This design comes from an exercise in tuning for small area and a short achievable clock period on the open sky130 flow, not from production work. In this exercise RTL edits were held to simulation tests only and were not proved equivalent to the original. Power and IR drop assume default switching activity.

run A:
==> flow/design.v (excerpt) <==
module hyctl_top (
    input  logic                          clk,
    input  logic                          reset,
    input  logic [7:0]                    io_port_id,
    input  logic [7:0]                    io_out_port,
    input  logic                          io_write_strobe,
    input  logic                          io_read_strobe,
    output logic [7:0]                    in_port,
    input  logic                          udp_rx_start,
    input  logic [7:0]                    udp_rx_data,
    input  logic                          udp_rx_valid,
    input  logic                          udp_rx_last,
    input  logic [31:0]                   udp_rx_src_ip,
    input  logic [15:0]                   udp_rx_src_port,
    input  logic                          udp_tx_ready,
    input  logic [1:0]                    udp_tx_result,
    output logic                          udp_tx_start,
    output logic [7:0]                    udp_tx_data,
    output logic                          udp_tx_valid,
    output logic                          udp_tx_last,
    output logic [6:0]                    udp_tx_length,
    output logic [31:0]                   udp_tx_dst_ip,
    output logic [15:0]                   udp_tx_dst_port,
    input  logic [31:0]                   ext_ip,
    input  logic                          ext_ip_force,
    output logic                          ip_dhcp_reset,
    output logic [31:0]                   ip_static_ip,
    output logic                          ip_static_ip_valid,
    output logic                          stream_linked,
    output logic [31:0]                   stream_ip,
    output logic [15:0]                   stream_udp_port
);
Size: ~2900 cells after synthesis.
==> flow/config.mk <==
export PLATFORM = sky130hd
export DESIGN_NAME = hyctl_top
export DESIGN_NICKNAME = hyctl_top
export VERILOG_FILES = /design/flow/design.v
export SDC_FILE = /design/flow/constraint.sdc
export NUM_CORES = 4
export LEC_CHECK = 0
export CAP_MARGIN = 20
export CORE_MARGIN = 2
export CORE_UTILIZATION = 45
export CTS_BUF_LIST = sky130_fd_sc_hd__clkbuf_8
export PLACE_DENSITY = 0.6
export SETUP_SLACK_MARGIN = 2.4
export SLEW_MARGIN = 20
export SYNTH_HIERARCHICAL = 1
export SYNTH_MINIMUM_KEEP_SIZE = 0
==> flow/constraint.sdc <==
create_clock -name core_clock -period 5.0 [get_ports {clk}]
set_input_delay 1.0000 -clock core_clock [delete_from_list [all_inputs] [get_ports {clk}]]
set_output_delay 1.0000 -clock core_clock [all_outputs]
set_load 0.01 [all_outputs]
standard.sh (not shown) runs the stock make flow with config.mk's settings and CLKGATE_MAP_FILE= SYNTH_SCRIPT=/design/flow/synth_recipe.tcl, a recipe that flattens the netlist after the stock synthesis.
==> flow/flow/run.sh <==
#!/bin/bash
# The standard layout (standard.sh), with one change: the port buffers
# that buffer_ports inserts are plain sky130_fd_sc_hd__buf_2 cells instead of
# the default cell it picks (a slow delay buffer). Every input and output
# port still gets its own buffer. The full make output goes to
# standard_make.log in the work folder.
set -euo pipefail
bash standard.sh "BUFFER_PORTS_ARGS=-buffer_cell sky130_fd_sc_hd__buf_2" finish > standard_make.log 2>&1
Testbench counts of run A, summed over its fixed seeds: tx cycles 5,394, tx bytes 3,981.
Modified inputs, run B compared to run A
- CTS_CLUSTER_SIZE: unset -> 12
- CTS_CLUSTER_DIAMETER: unset -> 80
==> flow/flow/run.sh <==
#!/bin/bash
# The standard layout (standard.sh), with one change: the port buffers
# that buffer_ports inserts are plain sky130_fd_sc_hd__buf_1 cells instead of
# the default cell it picks (a slow delay buffer). Every input and output
# port still gets its own buffer. The full make output goes to
# standard_make.log in the work folder.
set -euo pipefail
bash standard.sh "BUFFER_PORTS_ARGS=-buffer_cell sky130_fd_sc_hd__buf_1" finish > standard_make.log 2>&1
## What came out
Sort run B and run A by clock share of power, descending, and run A comes first.
Peak fanout along the critical path: run B lower than run A
Post-route total power, run B vs run A: down by more than 10%
Diff run A -> run B: fmax now smaller; delay contributed by the slowest stage of the critical path rose 40 ps.
Run B vs. run A: setup slack at placement shows an increase of 110 ps; non-clock buffer count went up by 21.
Looking at final non-filler cell area, run B sits 1800 sq um lower than run A does.
Comparing run B and run A, the higher via count was measured on run A.
First-pass GRT wire length on run B is ahead of run A.
Relative to run B, the following input files were edited for run C:
- SETUP_SLACK_MARGIN now 2.6, was 2.4
- TNS_END_PERCENT now 10, previously not set
[summary]
- Run comparison: run B destination of the critical timing path tx_data_q[4]; run C destination of the critical timing path tx_data_q[0]
- Total power draw (higher): run B
- In the tables for run C and run B, sequential share of layout area reads lower with run B.
- For number of placed cells counting well taps, run B and run C come out practically identical.
- Diff run B -> run C: final worst slack -32 ps; worst setup slack before clock tree synthesis higher; post-route standard cell area excluding fillers went down 720 sq um; clock group share of total power lower; endpoint required time on the critical path flat.
--- input diff run C..run D ---
- CTS_CLUSTER_SIZE no longer set, was 12
- SETUP_SLACK_MARGIN now 2.0, was 2.6
- TNS_END_PERCENT no longer set, was 10
- CTS_CLUSTER_DIAMETER no longer set, was 80
==> flow/flow/run.sh <==
#!/bin/bash
# The standard layout (standard.sh), with one change: the port buffers
# that buffer_ports inserts are plain sky130_fd_sc_hd__buf_2 cells instead of
# the default cell it picks (a slow delay buffer). Every input and output
# port still gets its own buffer. The full make output goes to
# standard_make.log in the work folder.
set -euo pipefail
bash standard.sh "BUFFER_PORTS_ARGS=-buffer_cell sky130_fd_sc_hd__buf_2" finish > standard_make.log 2>&1
Findings:
Min fraction of area in registers across run D and run C: run D
The proportion of power drawn by combinational gates of run D falls short of that of run C by 0.7 points.
STATUS setup clock skew after layout: run D wins against run C
Between run D and run C, initial DRC count is higher for run D, run C comes in under that.
Met1 layer wirelength in the final routing (run D over run C): increase, about 0.34%
Run D vs. run C: clock network latency to the later pin of the worst-skew pair went up by 50 ps.
Multi-input gate area in the final layout in run D is 660 sq um lower than in run C
Route | run D vs run C | wire shorter in run D

---

Setup of the reference run:
hyctl_top, a different RTL version from the one above (not shown whole).
Size in the first run: roughly 5000 cells after synthesis, about 270 I/O pins, ~0.044 sq mm of cells after synthesis.
export LEC_CHECK = 0
export CAP_MARGIN = 20
export CORE_MARGIN = 2
export CORE_UTILIZATION = 45
export CTS_BUF_LIST = sky130_fd_sc_hd__clkbuf_8
export CTS_CLUSTER_DIAMETER = 80
export CTS_CLUSTER_SIZE = 12
export PLACE_DENSITY = 0.6
export SETUP_SLACK_MARGIN = 2.3
export SLEW_MARGIN = 20
export SYNTH_HIERARCHICAL = 1
export SYNTH_MINIMUM_KEEP_SIZE = 0
export TNS_END_PERCENT = 10
create_clock -name core_clock -period 5.0 [get_ports {clk}]
==> flow/flow/run.sh <==
#!/bin/bash
# The standard layout (standard.sh), with one change: the port buffers
# that buffer_ports inserts are plain sky130_fd_sc_hd__buf_1 cells instead of
# the default cell it picks (a slow delay buffer). Every input and output
# port still gets its own buffer. The full make output goes to
# standard_make.log in the work folder.
set -euo pipefail
bash standard.sh "BUFFER_PORTS_ARGS=-buffer_cell sky130_fd_sc_hd__buf_1" finish > standard_make.log 2>&1
The reference run: full flow OK, the timing, design-rule and antenna checks passed
Testbench counts of the reference run, summed over its fixed seeds: tx cycles 5,394, tx bytes 3,981.
Setup changes, the reference run to the trial run
Settings: SETUP_SLACK_MARGIN now 2.6, was 2.3.
[summary]
The trial run against the reference run: total length of routed met2 wires increased 1.8%, final cell count without fillers increased 0.47%. On effective utilization at floorplan, the reference run tracks the trial run almost exactly. For row count, the reference run and the trial run come out practically identical. For the relative contribution of combinational cells to total power, the trial run came in 0.6 points higher than the reference run did. Vias: the trial run more than the reference run. Clock period minus worst slack down 120 ps in the trial run wrt the reference run. The trial run ends up with a actual transition at the worst max-transition pin that is 130 ps lower than in the reference run.

---

Another version of the RTL of hyctl_top (not shown whole).
Size: ~270 I/O pins, about 45000 sq um of cells after synthesis.
Design hyctl_top, start of the top module:
module hyctl_top (
    input  logic                          clk,
    input  logic                          reset,
    input  logic [7:0]                    io_port_id,
    input  logic [7:0]                    io_out_port,
    input  logic                          io_write_strobe,
    input  logic                          io_read_strobe,
    output logic [7:0]                    in_port,
    input  logic                          udp_rx_start,
    input  logic [7:0]                    udp_rx_data,
    input  logic                          udp_rx_valid,
    input  logic                          udp_rx_last,
    input  logic [31:0]                   udp_rx_src_ip,
    input  logic [15:0]                   udp_rx_src_port,
    input  logic                          udp_tx_ready,
    input  logic [1:0]                    udp_tx_result,
    output logic                          udp_tx_start,
    output logic [7:0]                    udp_tx_data,
    output logic                          udp_tx_valid,
    output logic                          udp_tx_last,
    output logic [6:0]                    udp_tx_length,
    output logic [31:0]                   udp_tx_dst_ip,
    output logic [15:0]                   udp_tx_dst_port,
    input  logic [31:0]                   ext_ip,
    input  logic                          ext_ip_force,
    output logic                          ip_dhcp_reset,
    output logic [31:0]                   ip_static_ip,
    output logic                          ip_static_ip_valid,
    output logic                          stream_linked,
    output logic [31:0]                   stream_ip,
    output logic [15:0]                   stream_udp_port
);
clock: 5.0 ns
lec_check: 0
cap_margin: 20
core_margin: 2
core_utilization: 45
place_density: 0.6
setup_slack_margin: 2.0
slew_margin: 20
synth_hierarchical: 1
synth_minimum_keep_size: 0
==> flow/flow/run.sh <==
#!/bin/bash
# The standard layout (standard.sh), with one change: the port buffers
# that buffer_ports inserts are plain sky130_fd_sc_hd__buf_2 cells instead of
# the default cell it picks (a slow delay buffer). Every input and output
# port still gets its own buffer. The full make output goes to
# standard_make.log in the work folder.
set -euo pipefail
bash standard.sh "BUFFER_PORTS_ARGS=-buffer_cell sky130_fd_sc_hd__buf_2" finish > standard_make.log 2>&1
The starting point passed the timing, design-rule and antenna checks.
Testbench counts at the start, summed over its fixed seeds: tx cycles 5,394, tx bytes 3,981.
Edit:
CTS_BUF_LIST = sky130_fd_sc_hd__clkbuf_8   (was not set)
Core utilization falls by 1.2 points.
Global-route usage rises by 0.14 points.
Power decreases by a few percent.
Worst setup slack improves by 0.10 ns.
Routed wire length drops slightly.
Clock skew went up by 0.046 ns.

---

== oak ==
Another version of the RTL of hyctl_top (not shown whole).
Size in the first run: ~4,900 cells after synthesis, ~1,200 flip-flops, roughly 43,000 µm² of cells after synthesis.
clock: 5.0 ns
lec_check: 0
cap_margin: 20
core_margin: 2
core_utilization: 45
cts_buf_list: sky130_fd_sc_hd__clkbuf_8
cts_cluster_diameter: 80
cts_cluster_size: 12
place_density: 0.6
setup_slack_margin: 2.9
slew_margin: 20
synth_hierarchical: 1
synth_minimum_keep_size: 0
tns_end_percent: 10
==> flow/flow/run.sh <==
#!/bin/bash
# The standard layout (standard.sh), with one change: the port buffers
# that buffer_ports inserts are plain sky130_fd_sc_hd__buf_1 cells instead of
# the default cell it picks (a slow delay buffer). Every input and output
# port still gets its own buffer. The full make output goes to
# standard_make.log in the work folder.
set -euo pipefail
bash standard.sh "BUFFER_PORTS_ARGS=-buffer_cell sky130_fd_sc_hd__buf_1" finish > standard_make.log 2>&1
The flow did not stop early for oak: all stages ran, and the layout cleared the timing, design-rule and antenna checks.
Testbench counts of oak, summed over its fixed seeds: tx cycles 5,394, tx bytes 3,981.
The inputs of birch differ from those of oak as listed below.
diff --git a/flow/config.mk b/flow/config.mk
--- a/flow/config.mk
+++ b/flow/config.mk
@@ -12,6 +12,6 @@
 export CTS_CLUSTER_DIAMETER = 80
 export CTS_CLUSTER_SIZE = 12
-export PLACE_DENSITY = 0.6
-export SETUP_SLACK_MARGIN = 2.9
+export PLACE_DENSITY = 0.7
+export SETUP_SLACK_MARGIN = 2.6
 export SLEW_MARGIN = 20
 export SYNTH_HIERARCHICAL = 1
==> comparison <==
birch has completed all stages; timing, DRC and antenna checks passed.
Relative to oak, birch improves routed via count.
Any difference in highest attainable clock frequency between birch and oak is small enough to ignore.
Lower final critical-path required period among birch and oak: oak
Going from oak to birch, number of cells in the finished layout apart from fillers shrinks by about 1.6%.
Between oak and birch, the multi-input combinational gate total figures differ only marginally.
birch vs oak: met1 usage down
Cmp birch and oak / smallest setup slack after layout / higher: oak
Lower all-layer global routing usage was reported by birch, not oak.
birch gives less post-layout total power than oak did.

==> separate check: timing with driven ports <==
How much do the figures lean on ideal ports? The routed layouts below were timed once more, with nothing changed but the port constraints. Step 1 assumes that a clkbuf_16 drives the clock port and a buf_2 every other input. Step 2 adds t to the input delays and takes it off the output delays; t is the mean of the earliest and latest rising clock arrival at the registers after step 1. Input paths then give back, and output paths get back, about the clock's delay inside the block. Slacks: no drivers / after step 1 / after step 2; pairs: no drivers / after step 1.
run	shift t [ns]	setup WS [ns]	clock arrival spread, ns	pins driven straight from the clock port
run A	0.916	2.112 / 2.090 / 1.174	0.060 / 0.060	1
run B	0.873	2.058 / 2.037 / 1.164	0.082 / 0.082	1
run C	0.855	2.026 / 2.026 / 1.174	0.084 / 0.083	1
run D	0.920	1.995 / 2.001 / 1.095	0.048 / 0.049	1
the reference run	0.863	2.227 / 2.175 / 1.312	0.047 / 0.047	1
the trial run	0.851	2.349 / 2.312 / 1.481	0.039 / 0.039	1
the first run of note 3	0.769	1.870 / 1.860 / 1.091	0.018 / 0.018	1
the second run of note 3	0.901	1.970 / 1.995 / 1.093	0.067 / 0.067	1
oak	0.857	2.061 / 2.073 / 1.217	0.049 / 0.049	1
birch	0.854	2.054 / 1.970 / 1.116	0.065 / 0.064	1
After both steps every run listed still meets setup and hold.
